From an optimization exercise on the open Yosys and OpenROAD flow, aimed at small area, a short achievable clock period and few clock cycles; shortcuts taken in it are not production practice. Only simulation tests tie the RTL to the original design; equivalence was not proved. Power and IR drop assume default switching activity.

==> design/flow/design.v <==
`timescale 1ns/1ps
`default_nettype none
package exec_pkg;
	localparam int XLEN = 32;
	localparam int SEL_W = 4;
	localparam int LINK_STEP = 4;
	typedef logic [XLEN-1:0] word_t;
	typedef enum logic [5:0] {
		OP_ADD, OP_SUB, OP_SLL, OP_SLT, OP_SLTU,
		OP_XOR, OP_SRL, OP_SRA, OP_OR, OP_AND,
		OP_ADDI, OP_SLTI, OP_SLTIU, OP_XORI, OP_ORI,
		OP_ANDI, OP_SLLI, OP_SRLI, OP_SRAI,
		OP_LB, OP_LH, OP_LW, OP_LBU, OP_LHU,
		OP_SB, OP_SH, OP_SW,
		OP_BEQ, OP_BNE, OP_BLT, OP_BGE, OP_BLTU, OP_BGEU,
		OP_JAL, OP_JALR, OP_LUI, OP_AUIPC
	} exec_op_e;
	typedef enum logic [2:0] {
		CLS_ALU, CLS_BRANCH, CLS_JUMP, CLS_LOAD, CLS_STORE, CLS_UPPER
	} op_class_e;
	typedef struct packed {
		exec_op_e op;
		word_t rs1;
		word_t rs2;
		word_t imm;
		word_t pc;
	} exec_issue_t;
	typedef struct packed {
		logic rd_we;
		word_t rd_data;
		logic jump_taken;
		word_t jump_target;
	} exec_result_t;
	typedef struct packed {
		logic cyc;
		logic stb;
		logic we;
		word_t adr;
		logic [SEL_W-1:0] sel;
		word_t dat;
	} wb_m2s_t;
	typedef struct packed {
		logic ack;
		word_t dat;
	} wb_s2m_t;
	function automatic op_class_e op_class(exec_op_e op);
		case (op)
			exec_pkg::OP_LB, exec_pkg::OP_LH, exec_pkg::OP_LW, exec_pkg::OP_LBU, exec_pkg::OP_LHU: op_class = exec_pkg::CLS_LOAD;
			exec_pkg::OP_SB, exec_pkg::OP_SH, exec_pkg::OP_SW: op_class = exec_pkg::CLS_STORE;
			exec_pkg::OP_BEQ, exec_pkg::OP_BNE, exec_pkg::OP_BLT, exec_pkg::OP_BGE, exec_pkg::OP_BLTU, exec_pkg::OP_BGEU: op_class = exec_pkg::CLS_BRANCH;
			exec_pkg::OP_JAL, exec_pkg::OP_JALR: op_class = exec_pkg::CLS_JUMP;
			exec_pkg::OP_LUI, exec_pkg::OP_AUIPC: op_class = exec_pkg::CLS_UPPER;
			default: op_class = exec_pkg::CLS_ALU;  
		endcase
	endfunction
endpackage
`default_nettype wire
`timescale 1ns/1ps
`default_nettype none
module exec_alu (
	input  exec_pkg::exec_op_e op,
	input  exec_pkg::word_t    rs1,
	input  exec_pkg::word_t    rs2,
	input  exec_pkg::word_t    imm,
	output exec_pkg::word_t    y
);
	logic use_imm;
	exec_pkg::word_t opb;
	logic [4:0] shamt;
	always_comb begin
		case (op)
			exec_pkg::OP_ADDI, exec_pkg::OP_SLTI, exec_pkg::OP_SLTIU, exec_pkg::OP_XORI, exec_pkg::OP_ORI,
			exec_pkg::OP_ANDI, exec_pkg::OP_SLLI, exec_pkg::OP_SRLI, exec_pkg::OP_SRAI: use_imm = 1'b1;
			default: use_imm = 1'b0;
		endcase
	end
	assign opb = use_imm ? imm : rs2;
	assign shamt = opb[4:0];  
	always_comb begin
		case (op)
			exec_pkg::OP_ADD, exec_pkg::OP_ADDI: y = rs1 + opb;
			exec_pkg::OP_SUB: y = rs1 - opb;
			exec_pkg::OP_SLL, exec_pkg::OP_SLLI: y = rs1 << shamt;
			exec_pkg::OP_SLT, exec_pkg::OP_SLTI: begin
				y = {{(exec_pkg::XLEN-1){1'b0}}, $signed(rs1) < $signed(opb)};
			end
			exec_pkg::OP_SLTU, exec_pkg::OP_SLTIU: begin
				y = {{(exec_pkg::XLEN-1){1'b0}}, rs1 < opb};
			end
			exec_pkg::OP_XOR, exec_pkg::OP_XORI: y = rs1 ^ opb;
			exec_pkg::OP_SRL, exec_pkg::OP_SRLI: y = rs1 >> shamt;
			exec_pkg::OP_SRA, exec_pkg::OP_SRAI: y = exec_pkg::word_t'($signed(rs1) >>> shamt);
			exec_pkg::OP_OR, exec_pkg::OP_ORI: y = rs1 | opb;
			exec_pkg::OP_AND, exec_pkg::OP_ANDI: y = rs1 & opb;
			default: y = '0;  
		endcase
	end
endmodule
`default_nettype wire
`timescale 1ns/1ps
`default_nettype none
module branch_unit (
	input  exec_pkg::exec_op_e op,
	input  exec_pkg::word_t    rs1,
	input  exec_pkg::word_t    rs2,
	input  exec_pkg::word_t    imm,
	input  exec_pkg::word_t    pc,
	output logic     taken,
	output exec_pkg::word_t    target,
	output exec_pkg::word_t    link
);
	logic eq;
	logic lt_s;
	logic lt_u;
	exec_pkg::word_t reg_target;
	assign eq = rs1 == rs2;
	assign lt_s = $signed(rs1) < $signed(rs2);
	assign lt_u = rs1 < rs2;
	always_comb begin
		case (op)
			exec_pkg::OP_BEQ: taken = eq;
			exec_pkg::OP_BNE: taken = !eq;
			exec_pkg::OP_BLT: taken = lt_s;
			exec_pkg::OP_BGE: taken = !lt_s;
			exec_pkg::OP_BLTU: taken = lt_u;
			exec_pkg::OP_BGEU: taken = !lt_u;
			exec_pkg::OP_JAL, exec_pkg::OP_JALR: taken = 1'b1;  
			default: taken = 1'b0;
		endcase
	end
	assign reg_target = rs1 + imm;
	assign target = (op == exec_pkg::OP_JALR) ? {reg_target[exec_pkg::XLEN-1:1], 1'b0} : pc + imm;
	assign link = pc + exec_pkg::word_t'(exec_pkg::LINK_STEP);
endmodule
`default_nettype wire
`timescale 1ns/1ps
`default_nettype none
module lsu_wb (
	input  logic     clk,
	input  logic     rst,
	input  logic     start,
	input  exec_pkg::exec_op_e op,
	input  exec_pkg::word_t    rs1,
	input  exec_pkg::word_t    rs2,
	input  exec_pkg::word_t    imm,
	output logic     done,
	output exec_pkg::word_t    load_data,
	output exec_pkg::wb_m2s_t  wb_m,
	input  exec_pkg::wb_s2m_t  wb_s
);
	exec_pkg::word_t addr;
	logic [exec_pkg::SEL_W-1:0] sel_d;
	exec_pkg::word_t dat_d;
	logic cyc_q;
	logic we_q;
	exec_pkg::word_t adr_q;
	logic [exec_pkg::SEL_W-1:0] sel_q;
	exec_pkg::word_t dat_q;
	logic [1:0] ofs_q;
	exec_pkg::exec_op_e op_q;
	logic [7:0] rbyte;
	logic [15:0] rhalf;
	assign addr = rs1 + imm;
	always_comb begin
		case (op)
			exec_pkg::OP_LB, exec_pkg::OP_LBU, exec_pkg::OP_SB: begin
				sel_d = 4'b0001 << addr[1:0];
				dat_d = {4{rs2[7:0]}};
			end
			exec_pkg::OP_LH, exec_pkg::OP_LHU, exec_pkg::OP_SH: begin
				sel_d = addr[1] ? 4'b1100 : 4'b0011;
				dat_d = {2{rs2[15:0]}};
			end
			default: begin
				sel_d = {exec_pkg::SEL_W{1'b1}};
				dat_d = rs2;
			end
		endcase
	end
	always_ff @(posedge clk) begin
		if (rst) begin
			cyc_q <= 1'b0;
			we_q <= 1'b0;
		end else if (start) begin
			cyc_q <= 1'b1;
			we_q <= exec_pkg::op_class(op) == exec_pkg::CLS_STORE;
		end else if (done) begin
			cyc_q <= 1'b0;  
			we_q <= 1'b0;
		end
	end
	always_ff @(posedge clk) begin
		if (start) begin
			adr_q <= {addr[exec_pkg::XLEN-1:2], 2'b00};
			sel_q <= sel_d;
			dat_q <= dat_d;
			ofs_q <= addr[1:0];  
			op_q <= op;
		end
	end
	assign wb_m = {cyc_q, cyc_q, we_q, adr_q, sel_q, dat_q};  
	assign done = cyc_q & wb_s.ack;
	assign rbyte = wb_s.dat[ofs_q*8 +: 8];
	assign rhalf = ofs_q[1] ? wb_s.dat[31:16] : wb_s.dat[15:0];
	always_comb begin
		case (op_q)
			exec_pkg::OP_LB: load_data = {{(exec_pkg::XLEN-8){rbyte[7]}}, rbyte};
			exec_pkg::OP_LBU: load_data = {{(exec_pkg::XLEN-8){1'b0}}, rbyte};
			exec_pkg::OP_LH: load_data = {{(exec_pkg::XLEN-16){rhalf[15]}}, rhalf};
			exec_pkg::OP_LHU: load_data = {{(exec_pkg::XLEN-16){1'b0}}, rhalf};
			default: load_data = wb_s.dat;  
		endcase
	end
endmodule
`default_nettype wire
`timescale 1ns/1ps
`default_nettype none
module exec_unit (
	input  logic         clk,
	input  logic         rst,
	input  logic         issue_valid,
	output logic         issue_ready,
	input  exec_pkg::exec_issue_t  issue,
	output logic         result_valid,
	output exec_pkg::exec_result_t result,
	output exec_pkg::wb_m2s_t      wb_m,
	input  exec_pkg::wb_s2m_t      wb_s
);
	exec_pkg::op_class_e cls;
	logic accept;
	logic is_mem;
	logic mem_busy;
	logic mem_load_q;
	exec_pkg::word_t alu_y;
	logic br_taken;
	exec_pkg::word_t br_target;
	exec_pkg::word_t br_link;
	logic lsu_done;
	exec_pkg::word_t lsu_data;
	exec_pkg::exec_result_t nxt;
	assign cls = exec_pkg::op_class(issue.op);
	assign is_mem = (cls == exec_pkg::CLS_LOAD) || (cls == exec_pkg::CLS_STORE);
	assign issue_ready = !mem_busy;
	assign accept = issue_valid && issue_ready;
	exec_alu exec_alu_inst (
		.op  (issue.op),
		.rs1 (issue.rs1),
		.rs2 (issue.rs2),
		.imm (issue.imm),
		.y   (alu_y)
	);
	branch_unit branch_unit_inst (
		.op     (issue.op),
		.rs1    (issue.rs1),
		.rs2    (issue.rs2),
		.imm    (issue.imm),
		.pc     (issue.pc),
		.taken  (br_taken),
		.target (br_target),
		.link   (br_link)
	);
	lsu_wb lsu_wb_inst (
		.clk       (clk),
		.rst       (rst),
		.start     (accept && is_mem),
		.op        (issue.op),
		.rs1       (issue.rs1),
		.rs2       (issue.rs2),
		.imm       (issue.imm),
		.done      (lsu_done),
		.load_data (lsu_data),
		.wb_m      (wb_m),
		.wb_s      (wb_s)
	);
	always_comb begin
		nxt.rd_we = 1'b0;
		nxt.rd_data = '0;
		nxt.jump_taken = 1'b0;
		nxt.jump_target = br_target;
		case (cls)
			exec_pkg::CLS_ALU: begin
				nxt.rd_we = 1'b1;
				nxt.rd_data = alu_y;
			end
			exec_pkg::CLS_BRANCH: nxt.jump_taken = br_taken;
			exec_pkg::CLS_JUMP: begin
				nxt.rd_we = 1'b1;
				nxt.rd_data = br_link;
				nxt.jump_taken = br_taken;
			end
			exec_pkg::CLS_UPPER: begin
				nxt.rd_we = 1'b1;
				nxt.rd_data = (issue.op == exec_pkg::OP_LUI) ? issue.imm : issue.pc + issue.imm;
			end
			default: nxt.rd_we = 1'b0;  
		endcase
	end
	always_ff @(posedge clk) begin
		if (rst) begin
			mem_busy <= 1'b0;
			result_valid <= 1'b0;
		end else begin
			result_valid <= (accept && !is_mem) || lsu_done;
			if (accept && is_mem)
				mem_busy <= 1'b1;
			else if (lsu_done)
				mem_busy <= 1'b0;  
		end
	end
	always_ff @(posedge clk) begin
		if (accept && is_mem)
			mem_load_q <= cls == exec_pkg::CLS_LOAD;
		if (accept && !is_mem) begin
			result <= nxt;
		end else if (lsu_done) begin
			result.rd_we <= mem_load_q;
			result.rd_data <= mem_load_q ? lsu_data : '0;
			result.jump_taken <= 1'b0;
			result.jump_target <= '0;
		end
	end
endmodule
`default_nettype wire
`timescale 1ns/1ps
`default_nettype none
module exec_top (
	input  logic        clk,
	input  logic        rst,
	input  logic        issue_valid,
	output logic        issue_ready,
	input  logic [5:0]  issue_op,
	input  logic [31:0] issue_rs1,
	input  logic [31:0] issue_rs2,
	input  logic [31:0] issue_imm,
	input  logic [31:0] issue_pc,
	output logic        result_valid,
	output logic        result_rd_we,
	output logic [31:0] result_rd_data,
	output logic        result_jump_taken,
	output logic [31:0] result_jump_target,
	output logic        wb_cyc,
	output logic        wb_stb,
	output logic        wb_we,
	output logic [31:0] wb_adr,
	output logic [3:0]  wb_sel,
	output logic [31:0] wb_dat_o,
	input  logic        wb_ack,
	input  logic [31:0] wb_dat_i
);
	exec_pkg::exec_issue_t issue;
	exec_pkg::exec_result_t result;
	exec_pkg::wb_m2s_t wb_m;
	exec_pkg::wb_s2m_t wb_s;
	assign issue = {exec_pkg::exec_op_e'(issue_op), issue_rs1, issue_rs2, issue_imm, issue_pc};
	assign {result_rd_we, result_rd_data, result_jump_taken, result_jump_target} = result;
	assign {wb_cyc, wb_stb, wb_we, wb_adr, wb_sel, wb_dat_o} = wb_m;
	assign wb_s = {wb_ack, wb_dat_i};
	exec_unit exec_unit_inst (
		.clk          (clk),
		.rst          (rst),
		.issue_valid  (issue_valid),
		.issue_ready  (issue_ready),
		.issue        (issue),
		.result_valid (result_valid),
		.result       (result),
		.wb_m         (wb_m),
		.wb_s         (wb_s)
	);
endmodule
`default_nettype wire
==> design/flow/run.sh <==
#!/bin/bash
# synth_recipe.tcl (not shown) runs the flow's synth.tcl, then flattens the netlist and writes it again
# the make line also repeats each setting of config.mk as NAME=value (left out here)
make -C /OpenROAD-flow-scripts/flow DESIGN_CONFIG=/design/flow/config.mk WORK_HOME=/design/flow/orfs CLKGATE_MAP_FILE= SYNTH_SCRIPT=/design/flow/synth_recipe.tcl finish
==> design/flow/config.mk <==
export PLATFORM = sky130hd
export DESIGN_NAME = exec_top
export DESIGN_NICKNAME = exec_top
export VERILOG_FILES = /design/flow/design.v
export SDC_FILE = /design/flow/constraint.sdc
export NUM_CORES = 4
export LEC_CHECK = 0
export CAP_MARGIN = 20
export CORE_MARGIN = 2
export CORE_UTILIZATION = 40
export PLACE_DENSITY = 0.6
export SETUP_SLACK_MARGIN = 0.2
export SLEW_MARGIN = 20
==> design/flow/constraint.sdc <==
create_clock -name core_clock -period 6.5 [get_ports {clk}]
set_input_delay 1.3000 -clock core_clock [delete_from_list [all_inputs] [get_ports {clk}]]
set_output_delay 1.3000 -clock core_clock [all_outputs]
set_load 0.01 [all_outputs]
==> impl_results.md <==
* Most frequent cells in the layout: clkdlybuf4s50_1 (305), buf_4 (294), nand2_1 (273)
* Max transition margin at slightly above 20%
* CP Max Fanout at 21
* Initial DRT Pass Iterations at 9
* Most used cell, CP: buf_4
* Post-route DRC at 0
* RSZ-0062 raised after global routing: true
* Crit path largest cell delay at approximately 0.63 ns
* Buffers & Inverters on Critical Path at 9
* Drt first-iter violations at ~4000
* Vias in the first global route at about 26000
* Detail Route Antenna Nets at 0
* Total track usage at between 40% and 50%
* Ys flop type: edfxtp_1
* Leakage at approximately 11 nW
* CTS tree: yes
* Peak supply drop at roughly 0.14 mV
* Critical Path, Cell by Cell: clkdlybuf4s50_1 -> ha_1 -> or4b_4 -> o21a_2 -> buf_4 -> nor2_4 -> buf_12 -> buf_12 -> buf_12 -> buf_4 -> nor2_1 -> a21o_1 -> inv_1 -> ha_1 -> buf_4 -> or4_1 -> buf_4 -> a21oi_1 -> o31ai_1 -> a21oi_2 -> o211ai_1 -> a211oi_2 -> a21oi_1
* Max-cap violations at 0
* Final Instance Area at approximately 0.028 mm^2
* Slew @ Worst Pin at roughly 1.2 ns
* Worst Clk Skew at between 0.015 and 0.02 ns
* Final design utilization at 51.8%
* First-pass GRT wire length at approximately 190 mm
* Clock slew at reported path FFs at about 0.080 ns
* CTS Hold Bufs at 0
* CTS buffer count at 17
* Die ar. at 0.0560 mm^2
* I/O pin count at 309
* Power Internal at about 2.6 mW
* Comb pwr share at between 50 and 60%
* Multi-input logic area at approximately 0.016 mm^2
* Status: no timing/DRC/antenna violations
* Final wirelength at about 130 mm
* CP Data Required Time at about 6.7 ns
* GRT Residual Overflow at 0
* Setup-failing EPs final at 0
* Kind of critical path: in -> reg
* Area of the mapped netlist at around 0.022 mm^2
* Final Power at about 4.7 mW
* Area Growth Syn to Fin at 28.5%
* Final Hold Vio Count at 0
* Share of cells above drive strength 1 at 13.0%
* Row Count at 85
* Post-synthesis area per instance at around 7.7 um^2
* Initial Util at 40.4%
* Nets at ~3600
* Switching share of power at approximately 45%
* Hold crit path type: reg -> reg
* Clk sinks at between 100 and 150
* Post-synth ARST share at 0%
* Crit end category: flip-flop
* Largest net degree at the start of global routing at 76
* CP Launch Type: primary input
* Tcrit/Tclk final at 95.0%
* Routability cong. at 1.10
* Register area share after synthesis at just under 20%
* FF+latch count, synth at ~140
* Post-synthesis cell type count at about 100
* Clk pwr share at a little under a quarter
* IO buf count at between 300 and 400
* Chip width at around 240 um
* Maximum clock rate at approximately 0.16 GHz
* EDFF count, synth at about 140
* DP Wirelength at approximately 100 mm
* H-Tree Depth at 4
* Seq. cell area at 0.00429 mm^2
* Sw Pwr at about 2.1 mW
* Via count at 27330
* Drt wl/cell at between 30 and 40 um
* Post-Syn Instances at approximately 2800
* Die Ht at between 200 and 250 um
* Warning count from the yosys run at 4
* Worst-Skew Late Latency at 0.48 ns
* Via density per instance at 6.89
* Antenna violations before repair at 6
* Fillers at between 5000 and 6000
* Slowest cell on the critical path: or4_1
* Top cell family by delay on the critical path: compound AO/OA/AOI/OAI gates
* Core area at 0.0536 mm^2
* Sequential power share at 24.0%
* Post-layout min period at just over 6 ns
* Final slew viol count at 0
* CTS Root Cell: clkbuf_16
* CTS max path bufs at 2
* Setup TNS at 0 ns
* Pwr Density at around 170 mW/mm^2
* Most common cell after layout, fill and taps aside: clkdlybuf4s50_1
* Placed cell areas at about 0.027 mm^2
* Worst EP arrival at between 6 and 7 ns
==> state kept, by name, indices dropped and copies added, names as in the netlist <==
signal                            cells
exec_unit_inst.lsu_wb_inst.we_q       1
exec_unit_inst.mem_busy               1
exec_unit_inst.mem_load_q             1
exec_unit_inst.lsu_wb_inst.op_q       6
exec_unit_inst.lsu_wb_inst.sel_q      4
exec_unit_inst.lsu_wb_inst.dat_q     32
exec_unit_inst.lsu_wb_inst.adr_q     30
exec_unit_inst.lsu_wb_inst.ofs_q      2
exec_unit_inst.result                66
exec_unit_inst.result_valid           1
==> worst reg2reg max path, cell delays in order, from the launching register on <==
cell       delay, ns
edfxtp_1        0.38
nor3b_1         0.57
a21boi_1        0.97
buf_4           0.38
o21ai_0         0.30
o2111ai_1       0.33
a21oi_1         0.11
a31oi_1         0.45
nor4_1          0.08
o21ai_0         0.11
==> routing by layer <==
layer | routed length, um | track usage [%] | vias to the layer above
met3 | 17000 | 11.8 | 492
met4 | 10900 | 31.7 | 2
met5 | 13 | 0 | -
li1 | - | - | 11571
met1 | 49200 | 58.1 | 12950
met2 | 54800 | 67.8 | 2315
==> through the flow <==
| stage | std cells | worst slack (ns) | hold WS, ns |
|---|---|---|---|
| after floorplan | 2813 | 0.376 | 0.537 |
| after global placement | 3930 | -0.260 | 0.632 |
| after detailed placement | 3930 | -0.274 | 0.641 |
| after CTS | 3962 | 0.229 | 0.671 |
| after global routing | 3964 | 0.198 | 0.688 |
| final | 3966 | 0.325 | 0.689 |
==> power by group through the flow <==
stage	registers (mW)	logic, mW	clock network (mW)
6_report	1.12	2.49	1.06
5_1_grt	1.13	2.60	1.09
4_1_cts	1.12	2.38	1.07
3_5_place_dp	1.14	2.36	0
3_3_place_gp	1.14	2.36	0
2_1_floorplan	1.17	1.25	0
==> layout make-up <==
class,count,share of cell area (%)
clock buffers,17,1.53
inverters,153,2.08
well taps,696,3.13
clock inverters,15,0.671
repair buffers,604,19.2
diodes,4,0.0360
flip-flops and latches,144,15.5
multi-input cells,2333,57.9
==> path summary, 6_finish.rpt <==
path | from | to | slack, ns | cells after the start
setup / recovery | issue_op[0] | exec_unit_inst.result[58]$_DFFE_PP_ | 0.32 | 23
hold / removal | exec_unit_inst.mem_load_q$_DFFE_PP_ | exec_unit_inst.result[65]$_DFFE_PP_ | 0.69 | 2
hold reg to reg | exec_unit_inst.mem_load_q$_DFFE_PP_ | exec_unit_inst.result[65]$_DFFE_PP_ | 0.69 | 2
setup reg to reg | exec_unit_inst.lsu_wb_inst.op_q[3]$_DFFE_PP_ | exec_unit_inst.result[60]$_DFFE_PP_ | 2.67 | 9
==> synthesized netlist by cell type, drive strengths merged, types with 29 or more instances <==
master,n,share of area (%)
nand2,276,4.8
a21oi,257,6.0
nor2,225,3.9
ha,192,11
o21ai,185,4.4
inv,149,2.6
edfxtp,141,20
clkbuf,136,2.4
a21o,87,3.0
nand3,86,2.0
nor3,85,2.0
a211oi,71,2.5
xnor2,71,2.9
mux2i,66,3.1
buf,47,1.2
xor2,38,1.5
o211ai,37,1.3
nand2b,33,0.95
a221oi,32,1.3
nand4,32,0.93
o21a,31,1.1
a31oi,30,0.87
o21bai,29,1.0
o31ai,29,1.0
==> what timing repair did <==
item | CTS | global route
setup endpoints to repair | 0 | 9
setup buffers | 0 | 0
resized for setup | 0 | 7
==> kinds of logic (layout without fill, tap and decap cells) <==
family / Yosys count / count (layout) / synth area share [%]
XOR/XNOR: 109 / 109 / 4.41
flip-flops: 144 / 144 / 19.9
AO/OA/AOI/OAI: 1042 / 1042 / 32.7
AND/OR/NAND/NOR: 873 / 873 / 18.8
adder cells (fa/ha/maj): 195 / 195 / 11.4
multiplexers: 112 / 112 / 6.70
buffers and inverters: 336 / 789 / 6.20
other: 1 / 6 / 0.0173
Testbench counts, summed over its fixed seeds: cycles 33,232.

==> separate check: timing with driven ports <==
No port has a modelled driver above. Below, the same layout with a new extraction and two added sets of constraints. Step 1 sets driving cells, clkbuf_16 on the clock port and buf_2 on the other inputs (assumed; they add their load-dependent delay and slew). Step 2 moves the port delays by t, midway between the first and last clock arrival at a register: inputs arrive t later, outputs are due t later. That takes back most of the time a late clock gives input paths. Three values: no drivers, after step 1, after step 2; two values: the first two.
t, ns: 0.531
setup WS [ns]: 0.325 / 0.359 / -0.172
hold slack, ns: 0.689 / 0.689 / 0.689
worst register clock-pin slew, ns: 0.08 / 0.08
worst slew at a driven data input, ns: 0.08
With both steps, setup timing fails in this run, where it was met with ideal ports. For this run, drivers alone change the setup slack by +0.034 ns; drivers and shift together by -0.497 ns.
